Context: an optimization exercise on an open-source flow, tuned for small area and a short achievable clock period. The choices shown serve that exercise and are no tape-out recipe. No functional check of the RTL was part of this run. Power and IR drop assume default switching activity.

**flow/design.v**
```verilog
`default_nettype none
`default_nettype wire
`default_nettype none
package tg_proto_pkg;
	typedef logic [8-1:0] byte_t;
	localparam byte_t WRITE_START = 8'hFF;
	localparam byte_t READ_START = 8'hFE;
	localparam byte_t DONE_BYTE = 8'h1E;
	typedef enum logic [2:0] {
		ST_IDLE,
		ST_ADDR,
		ST_LEN,
		ST_WR_DATA,
		ST_WR_CMD,
		ST_RD_CMD,
		ST_RD_WAIT
	} parser_state_t;
endpackage
`default_nettype wire
`default_nettype none
package tg_mcb_pkg;
	typedef enum logic [2:0] {
		MCB_WRITE = 3'd0,
		MCB_READ = 3'd1,
		MCB_WRITE_AP = 3'd2,
		MCB_READ_AP = 3'd3
	} mcb_instr_t;
	typedef logic [30-1:0] mcb_addr_t;
	typedef logic [32-1:0] mcb_word_t;
	typedef logic [6-1:0] mcb_bl_t;
endpackage
`default_nettype wire
`timescale 1ns/1ps
`default_nettype none
module traffic_generator (
	input logic clk,
	input logic reset,
	input logic rx_done_tick,
	input tg_proto_pkg::byte_t rx_data_out,
	output logic tx_start_transmission,
	output tg_proto_pkg::byte_t tx_data_in,
	input logic tx_busy,
	output logic cmd_en,
	output tg_mcb_pkg::mcb_instr_t cmd_instr,
	output tg_mcb_pkg::mcb_bl_t cmd_bl,
	output tg_mcb_pkg::mcb_addr_t cmd_byte_addr,
	input logic cmd_full,
	output logic wr_en,
	output tg_mcb_pkg::mcb_word_t wr_data,
	input logic wr_full,
	output logic rd_en,
	input tg_mcb_pkg::mcb_word_t rd_data,
	input logic rd_empty
);
	logic s_idle, s_addr, s_len, s_wdat, s_wcmd, s_rcmd, s_rwait;
	logic [1:0] addr_cnt;
	logic [5:0] cnt;
	logic cmd_rd;
	logic cmd_ok;
	logic [7:0] whead;
	logic [7:0] wmem [63];
	logic [2:0] wq;      
	logic [3:0] wr;      
	logic wvis;          
	logic rd_ok;         
	logic last_q;
	logic read_done;
	logic [7:0] rmem [128];
	logic [3:0] rq;      
	logic [3:0] rr;
	logic reply_push;    
	logic [7:0] reply_byte;
	logic tick;
	logic is_start;
	logic w_push, w_pop, w_head;
	logic wr_go, rd_go;
	logic r_push, r_pop;
	logic wq0, wq1;
	logic s_wcmd_n, s_rcmd_n;
	assign tick = rx_done_tick;
	assign is_start = (rx_data_out[7:1] == 7'h7F);
	assign cmd_en = cmd_ok && !cmd_full;
	assign wr_en = wvis && !wr_full;
	assign rd_en = rd_ok && !rd_empty;
	assign cmd_instr = cmd_rd ? tg_mcb_pkg::MCB_READ_AP : tg_mcb_pkg::MCB_WRITE_AP;
	assign wr_data = {24'd0, whead};
	assign wr_go = cmd_en && s_wcmd;
	assign rd_go = cmd_en && s_rcmd;
	always_ff @(posedge clk) begin
		if (reset) begin
			s_idle <= 1'b1;
			s_addr <= 1'b0;
			s_len <= 1'b0;
			s_wdat <= 1'b0;
			s_wcmd <= 1'b0;
			s_rcmd <= 1'b0;
			s_rwait <= 1'b0;
		end else begin
			if (s_idle && tick && is_start) begin
				s_idle <= 1'b0;
				s_addr <= 1'b1;
			end
			if (s_addr && tick && addr_cnt == 2'd3) begin
				s_addr <= 1'b0;
				s_len <= 1'b1;
			end
			if (s_len && tick) begin
				s_len <= 1'b0;
				s_wdat <= !cmd_rd;
				s_rcmd <= cmd_rd;
			end
			if (s_wdat && tick && cnt == 6'd1) begin
				s_wdat <= 1'b0;
				s_wcmd <= 1'b1;
			end
			if (wr_go) begin
				s_wcmd <= 1'b0;
				s_idle <= 1'b1;
			end
			if (rd_go) begin
				s_rcmd <= 1'b0;
				s_rwait <= 1'b1;
			end
			if (s_rwait && read_done) begin
				s_rwait <= 1'b0;
				s_idle <= 1'b1;
			end
		end
	end
	always_ff @(posedge clk) begin
		if (s_idle) begin
			addr_cnt <= 2'd0;
		end else if (s_addr && tick) begin
			addr_cnt <= addr_cnt + 2'd1;
		end
	end
	always_ff @(posedge clk) begin
		if (s_idle && tick) begin
			cmd_rd <= !rx_data_out[0];
		end
		if (s_addr && tick) begin
			cmd_byte_addr <= {cmd_byte_addr[21:0], rx_data_out};
		end
		if (s_len && tick) begin
			cmd_bl <= rx_data_out[5:0];
		end
	end
	always_ff @(posedge clk) begin
		if (s_len && tick) begin
			cnt <= rx_data_out[5:0];
		end else if ((s_wdat && tick) || rd_en) begin
			cnt <= cnt - 6'd1;
		end
	end
	assign s_wcmd_n = (s_wdat && tick && cnt == 6'd1) || (s_wcmd && !wr_go);
	assign s_rcmd_n = (s_len && tick && cmd_rd) || (s_rcmd && !rd_go);
	always_ff @(posedge clk) begin
		if (reset) begin
			cmd_ok <= 1'b0;
		end else begin
			cmd_ok <= s_rcmd_n || (s_wcmd_n && !w_push && (wq0 || (wq1 && w_pop)));
		end
	end
	assign w_push = s_wdat && tick;
	assign w_pop = wr_en;
	assign wq0 = (wq == 3'd0) && (wr == 4'd0);
	assign wq1 = (wq == 3'd0) && (wr == 4'd1);
	assign w_head = wq0 || (wq1 && w_pop);
	always_ff @(posedge clk) begin
		if (reset) begin
			wq <= 3'd0;
			wr <= 4'd0;
			wvis <= 1'b0;
		end else begin
			if (w_push && !w_pop) begin
				if (wr == 4'd8) begin
					wr <= 4'd0;
					wq <= wq + 3'd1;
				end else begin
					wr <= wr + 4'd1;
				end
			end else if (w_pop && !w_push) begin
				if (wr == 4'd0) begin
					wr <= 4'd8;
					wq <= wq - 3'd1;
				end else begin
					wr <= wr - 4'd1;
				end
			end
			wvis <= w_pop ? !wq1 : !wq0;
		end
	end
	always_ff @(posedge clk) begin
		if (w_push && !w_head) begin
			wmem[0] <= rx_data_out;
			for (int i = 1; i < 63; i++) begin
				wmem[i] <= wmem[i - 1];
			end
		end
	end
	logic [8:0] w_rs;
	logic [7:0] w_qs;
	logic [7:0] w_rd;
	assign w_rs = 9'd1 << wr;
	assign w_qs = 8'd1 << wq;
	for (genvar b = 0; b < 8; b++) begin : g_wrd
		logic [7:0] grp;
		logic [6:0] d0;
		logic [1:0] d7;
		for (genvar j = 2; j < 9; j++) begin : g_d0
			assign d0[j - 2] = wmem[j - 2][b];
		end
		tg_sel #(.N(7)) u_sel0 (.s(w_rs[8:2]), .d(d0), .y(grp[0]));
		for (genvar g = 1; g < 7; g++) begin : g_grp
			logic [8:0] d;
			for (genvar j = 0; j < 9; j++) begin : g_d
				assign d[j] = wmem[g * 9 + j - 2][b];
			end
			tg_sel #(.N(9)) u_sel (.s(w_rs), .d(d), .y(grp[g]));
		end
		assign d7 = {wmem[62][b], wmem[61][b]};
		tg_sel #(.N(2)) u_sel7 (.s(w_rs[1:0]), .d(d7), .y(grp[7]));
		tg_sel #(.N(8)) u_sel (.s(w_qs), .d(grp), .y(w_rd[b]));
	end
	always_ff @(posedge clk) begin
		if (w_head) begin
			whead <= rx_data_out;
		end else if (w_pop) begin
			whead <= w_rd;
		end
	end
	always_ff @(posedge clk) begin
		if (reset) begin
			rd_ok <= 1'b0;
			last_q <= 1'b0;
			read_done <= 1'b0;
		end else begin
			rd_ok <= !rd_en && (cnt != 6'd0) && (s_rwait || rd_go);
			last_q <= rd_en && (cnt == 6'd1);
			read_done <= last_q;
		end
	end
	always_ff @(posedge clk) begin
		if (reset) begin
			reply_push <= 1'b0;
		end else begin
			reply_push <= rd_en || last_q || wr_go;
		end
	end
	always_ff @(posedge clk) begin
		reply_byte <= rd_ok ? rd_data[7:0] : tg_proto_pkg::DONE_BYTE;
	end
	assign r_push = reply_push && !(rq == 4'd14 && rr == 4'd2);
	assign r_pop = (rq != 4'd0 || rr != 4'd0) && !tx_busy && !tx_start_transmission;
	always_ff @(posedge clk) begin
		if (reset) begin
			rq <= 4'd0;
			rr <= 4'd0;
			tx_start_transmission <= 1'b0;
		end else begin
			if (r_push && !r_pop) begin
				if (rr == 4'd8) begin
					rr <= 4'd0;
					rq <= rq + 4'd1;
				end else begin
					rr <= rr + 4'd1;
				end
			end else if (r_pop && !r_push) begin
				if (rr == 4'd0) begin
					rr <= 4'd8;
					rq <= rq - 4'd1;
				end else begin
					rr <= rr - 4'd1;
				end
			end
			tx_start_transmission <= r_pop;
		end
	end
	always_ff @(posedge clk) begin
		if (r_push) begin
			rmem[0] <= reply_byte;
			for (int i = 1; i < 128; i++) begin
				rmem[i] <= rmem[i - 1];
			end
		end
	end
	logic [8:0] r_rs;
	logic [14:0] r_qs;
	logic [7:0] r_rd;
	assign r_rs = 9'd1 << rr;
	assign r_qs = 15'd1 << rq;
	for (genvar b = 0; b < 8; b++) begin : g_rrd
		logic [14:0] grp;
		logic [7:0] d0;
		logic [2:0] d14;
		for (genvar j = 1; j < 9; j++) begin : g_d0
			assign d0[j - 1] = rmem[j - 1][b];
		end
		tg_sel #(.N(8)) u_sel0 (.s(r_rs[8:1]), .d(d0), .y(grp[0]));
		for (genvar g = 1; g < 14; g++) begin : g_grp
			logic [8:0] d;
			for (genvar j = 0; j < 9; j++) begin : g_d
				assign d[j] = rmem[g * 9 + j - 1][b];
			end
			tg_sel #(.N(9)) u_sel (.s(r_rs), .d(d), .y(grp[g]));
		end
		assign d14 = {rmem[127][b], rmem[126][b], rmem[125][b]};
		tg_sel #(.N(3)) u_sel14 (.s(r_rs[2:0]), .d(d14), .y(grp[14]));
		logic y0, y1;
		tg_sel #(.N(9)) u_sel0h (.s(r_qs[8:0]), .d(grp[8:0]), .y(y0));
		tg_sel #(.N(6)) u_sel1h (.s(r_qs[14:9]), .d(grp[14:9]), .y(y1));
		assign r_rd[b] = y0 || y1;
	end
	always_ff @(posedge clk) begin
		tx_data_in <= r_rd;
	end
endmodule
module tg_sel #(
	parameter int N = 8
) (
	input logic [N-1:0] s,
	input logic [N-1:0] d,
	output logic y
);
	localparam int K = N / 3;
	localparam int R = N % 3;
	logic [K+R-1:0] n;
	for (genvar k = 0; k < K; k++) begin : g_aoi
		tg_aoi222 u (.a1(s[3 * k]), .a2(d[3 * k]), .b1(s[3 * k + 1]), .b2(d[3 * k + 1]),
			.c1(s[3 * k + 2]), .c2(d[3 * k + 2]), .y(n[k]));
	end
	for (genvar r = 0; r < R; r++) begin : g_nand
		tg_nand2 u (.a(s[3 * K + r]), .b(d[3 * K + r]), .y(n[K + r]));
	end
	assign y = !(&n);
endmodule
module tg_aoi222 (
	input logic a1, a2, b1, b2, c1, c2,
	output logic y
);
	assign y = !((a1 && a2) || (b1 && b2) || (c1 && c2));
endmodule
module tg_nand2 (
	input logic a, b,
	output logic y
);
	assign y = !(a && b);
endmodule
`default_nettype wire
```
**flow/constraint.sdc**
```tcl
create_clock -name core_clock -period 7.0 [get_ports {clk}]
set_input_delay 1.4000 -clock core_clock [delete_from_list [all_inputs] [get_ports {clk}]]
set_output_delay 1.4000 -clock core_clock [all_outputs]
set_load 0.01 [all_outputs]
```
**flow/config.mk**
```make
export PLATFORM = sky130hd
export DESIGN_NAME = traffic_generator
export DESIGN_NICKNAME = traffic_generator
export VERILOG_FILES = /design/flow/design.v
export SDC_FILE = /design/flow/constraint.sdc
export NUM_CORES = 4
export LEC_CHECK = 0
export CAP_MARGIN = 20
export CORE_MARGIN = 2
export CORE_UTILIZATION = 50
export CTS_BUF_LIST = sky130_fd_sc_hd__clkbuf_16
export CTS_CLUSTER_DIAMETER = 80
export CTS_CLUSTER_SIZE = 25
export SETUP_SLACK_MARGIN = 3.8
export SLEW_MARGIN = 20
export SYNTH_HIERARCHICAL = 1
```
**flow/flow/run.sh**
```bash
#!/bin/bash
set -o pipefail
CTS="-sink_clustering_enable -repair_clock_nets -sink_clustering_size 25 -sink_clustering_max_diameter 80 -buf_list sky130_fd_sc_hd__clkbuf_16 -dont_use_dummy_load"
bash standard.sh "BUFFER_PORTS_ARGS=-buffer_cell sky130_fd_sc_hd__buf_1" "CTS_ARGS=$CTS" finish > standard_flow.log 2>&1
```
**flow/standard.sh**
```bash
#!/bin/bash
# synth_recipe.tcl (not shown) runs the flow's synth.tcl, then flattens the netlist and writes it again
# the make line also repeats each setting of config.mk as NAME=value (left out here)
make -C /OpenROAD-flow-scripts/flow DESIGN_CONFIG=/design/flow/config.mk WORK_HOME=/design/flow/orfs CLKGATE_MAP_FILE= SYNTH_SCRIPT=/design/flow/synth_recipe.tcl "${@:-finish}"
```
==> flow_summary_export.csv <==
group,metric,value,unit
run_status,status,"finished clean",
global_routing,grt_util_all_layers,23.3,%
worst_setup_path,critPathMaxStageDelay,0.72,ns
clock_tree,cts_sinks,1626,
yosys,synth_top_cell_area_share,82.8,%
timing,setup_viol,0,
worst_setup_path,crit_slowest_cell,"a222oi_1",
die,die_h,343,um
worst_setup_path,path_max_fanout,13,
placement,dpl.hpwl,64100,um
timing,fin_crit_sh,46.9,%
timing,hold_viol,0,
global_routing,grt_pass1_wl,205000,um
timing,slew_headroom,18.1,%
yosys,synth_cell_types,57,
die,start_util,50.2,%
clock_tree,clockBufferDepth,3,
die,dieArea,117000,um^2
worst_setup_path,start_kind,"flip-flop",
route,remaining_drc_errors,0,
global_routing,antenna_found_initial,3,
yosys,syn_avg_cell_area,20.6,um^2
worst_setup_path,path_class,"reg -> reg",
yosys,synth_area_leaders,"edfxtp_1 83%, a222oi_1 9.6%, dfxtp_1 1.6%",
route,drt_pass1_iterations,8,
cells_and_area,nNetsFinal,3169,
worst_setup_path,path_delay_family,"simple AND/OR/NAND/NOR gates",
yosys,yosys.area.top_type,"edfxtp_1",
yosys,yosysSeqAreaShare,84.4,%
job,cap_violations,0,
route,first_iter_violations,7044,
worst_setup_path,cp.arrival,3.81,ns
cells_and_area,area_growth,12.3,%
yosys,synth_cells,2775,
yosys,synth_ff_type,"edfxtp_1",
timing,finClkSkew,0.0717,ns
worst_setup_path,crit_cells,10,
pwr,power.density,329,nW/um^2
worst_setup_path,endpoint_kind,"flip-flop",
worst_hold_path,worst_hold_path_type,"reg -> reg",
global_routing,grt_pass1_vias,30800,
yosys,yosysMostFrequentCell,"edfxtp_1",
worst_setup_path,path_buf_inv,3,
timing,slew_viol_final,0,
worst_setup_path,ff2ff_path_depth,10,
route,wl_per_cell,31.1,um
pwr,p_leak,17.1,nW
timing,period_minus_slack,3.28,ns
timing,hold_slack,0.409,ns
worst_setup_path,reg2reg_slack,3.72,ns
placement,port_buffers,79,
die,dieWidth,343,um
yosys,synth-seq-cells,1626,
worst_hold_path,hold_depth,0,
timing,finalSetupTns,0,ns
pwr,vdd_drop_max,278,uV
clock_tree,cts-root-buf,"clkbuf_16",
timing,tightest_slew,1.22,ns
yosys,synth.top_cells.by_count,"1,579 x edfxtp_1, 552 x a222oi_1, 173 x nand3_1",
clock_tree,insertion_delay,0.68,ns
route,ant_nets,0,
cells_and_area,post-route-util,56.4,%
cells_and_area,final_layout_size_suffix_gt1_share,12.0,%
clock_tree,tritoncts,"built",
timing,rsz0062_at_grt,"true",
clock_tree,clkTransAtPathRegs,0.10,ns
worst_setup_path,path_cells,"clkinvlp_4, ha_4, buf_4, buf_4, and2_4, a222oi_1, nand4_1, a222oi_1, nand3_1, or2_4",
clock_tree,cts_hold_buf,0,
route,routed_via_density,6.96,
global_routing,grt_max_degree,238,
yosys,synth_edf_count,1579,
yosys,async_reset_ff_share,0,%
die,rows,124,
global_routing,grt-ovfl-total,0,
route,route.vias.total,32100,
clock_tree,htree_levels,3,
die,coreArea,114000,um^2
yosys,syn_area,57300,um^2
clock_tree,cts_made_buffers,76,
timing,fmax,305,MHz
placement,gp_congestion,0.767,
die,ios,130,
yosys,ys_warn_count,9,
route,routed_wl,143000,um
worst_setup_path,worst_ep_required_time,7.53,ns
-- per-module statistics from Yosys, one instance, submodules excluded, excerpt --
module             cells inside  copies in the design  flip-flops and latches
tg_aoi222                     1                   552                       0
traffic_generator          1959                     1                    1626
tg_nand2                      1                    56                       0
-- power by group --
group          switching (W)  leakage (nW)  internal [W]
Sequential          0.000110          11.9        0.0106
Combinational        0.00324          4.23       0.00245
Clock                0.00280         0.937       0.00195
-- final cells by class --
type                       count  area (um^2)
inverter                      28          139
tap                         1512         1890
antenna                        1         2.50
timing repair inverter         1         8.76
fill                        8407        49700
timing repair buffer         246         2810
sequential                  1626        48400
multi-input combinational   1118         9190
clock buffer                  76         1900
-- routing by layer --
layer / routed length [um] / global-route usage (%) / vias up / share of wire, %
met5: 13 / 0 / - / 0.0091
met4: 3310 / 6.04 / 2 / 2.3
met3: 18000 / 4.12 / 189 / 13
met2: 64500 / 34.7 / 2140 / 45
met1: 57500 / 35.9 / 16600 / 40
li1: - / - / 13200 / -
-- worst reg2reg max path, cell delays in order, from the launching register on --
cell        delay [ns]
dfxtp_4           0.40
clkinvlp_4        0.14
ha_4              0.19
buf_4             0.14
buf_4             0.16
and2_4            0.26
a222oi_1          0.32
nand4_1           0.25
a222oi_1          0.72
nand3_1           0.27
or2_4             0.30
-- state kept, by name, indices dropped and copies added, names as in the netlist, 2 cells and up --
signal         flops
wq                 3
rmem            1024
cnt                6
rr                 4
cmd_byte_addr     30
tx_data_in         8
addr_cnt           2
reply_byte         8
wmem             504
whead              8
wr                 4
cmd_bl             6
rq                 4
-- kinds of logic after synthesis --
group                    count (synthesis)  share of synthesized area, %
flip-flops                            1626                          84.4
AO/OA/AOI/OAI                          607                          10.3
AND/OR/NAND/NOR                        417                          3.66
buffers and inverters                   75                         0.699
adder cells (fa/ha/maj)                 25                         0.559
multiplexers                            12                         0.231
XOR/XNOR                                11                         0.168
other                                    2                        0.0131
-- placed cells by master (no fill, tap or decap), types with 26 or more instances in the layout --
cell,count
dfxtp_1,36
clkbuf_16,88
buf_1,75
edfxtp_1,1579
conb_1,26
a222oi_1,552
buf_4,90
nand2_1,93
nand3_1,169
nor2_1,34
-- path summary, 6_finish.rpt --
path	from	endpoint
max	rr[1]$_SDFFE_PP0P_	tx_data_in[7]$_DFF_P_
min	reply_byte[0]$_SDFF_PN0_	rmem[0][0]$_DFFE_PP_
max reg2reg	rr[1]$_SDFFE_PP0P_	tx_data_in[7]$_DFF_P_
min reg2reg	reply_byte[0]$_SDFF_PN0_	rmem[0][0]$_DFFE_PP_
-- repair_timing --
action                                  in CTS  in global routing
endpoints found under the setup margin    1091                 20
gates cloned                                39                 15
resized for setup                          121                 59
pin swaps                                   47                 95
endpoints found under the hold margin        0                  0
buffers inserted                            51                 34
-- metrics by stage --
stage | setup slack (ns) | std cells | power (W) | cell area [um^2]
6_report | 3.72 | 4608 | 0.0212 | 64300
4_1_cts | 3.71 | 4555 | 0.0207 | 63500
3_5_place_dp | 2.70 | 4389 | 0.0151 | 59900
5_1_grt | 3.64 | 4607 | 0.0218 | 64300
3_3_place_gp | 2.91 | 4389 | 0.0150 | 59900
2_1_floorplan | -14.78 | 2799 | 0.0135 | 57400

## port drivers added, routing unchanged
In the flow no input, the clock included, has a driving cell. The finished layout below was timed again as built, in two steps. Step 1 (the two cells are an assumption about what drives the block):
set clk [get_ports {clk}]
set_driving_cell -lib_cell sky130_fd_sc_hd__clkbuf_16 $clk
set_driving_cell -lib_cell sky130_fd_sc_hd__buf_2 [delete_from_list [all_inputs] $clk]
Step 2, shift: input delay + t, output delay - t, t = (earliest + latest rising clock arrival at the registers) / 2. This alone moves slack from input paths to output paths. a / b / c = ideal ports / drivers / drivers and shift; a / b = the first two.
t, ns: 0.723
slack for setup (ns): 3.717 / 3.717 / 3.178
worst setup path after step 2: input to register
latest minus earliest clock arrival (ns): 0.083 / 0.083
worst register clock-pin slew, ns: 0.10 / 0.10
After both steps setup and hold are still met in this run. The setup slack of this run moves by 0.000 ns with the drivers and by -0.539 ns with both steps.
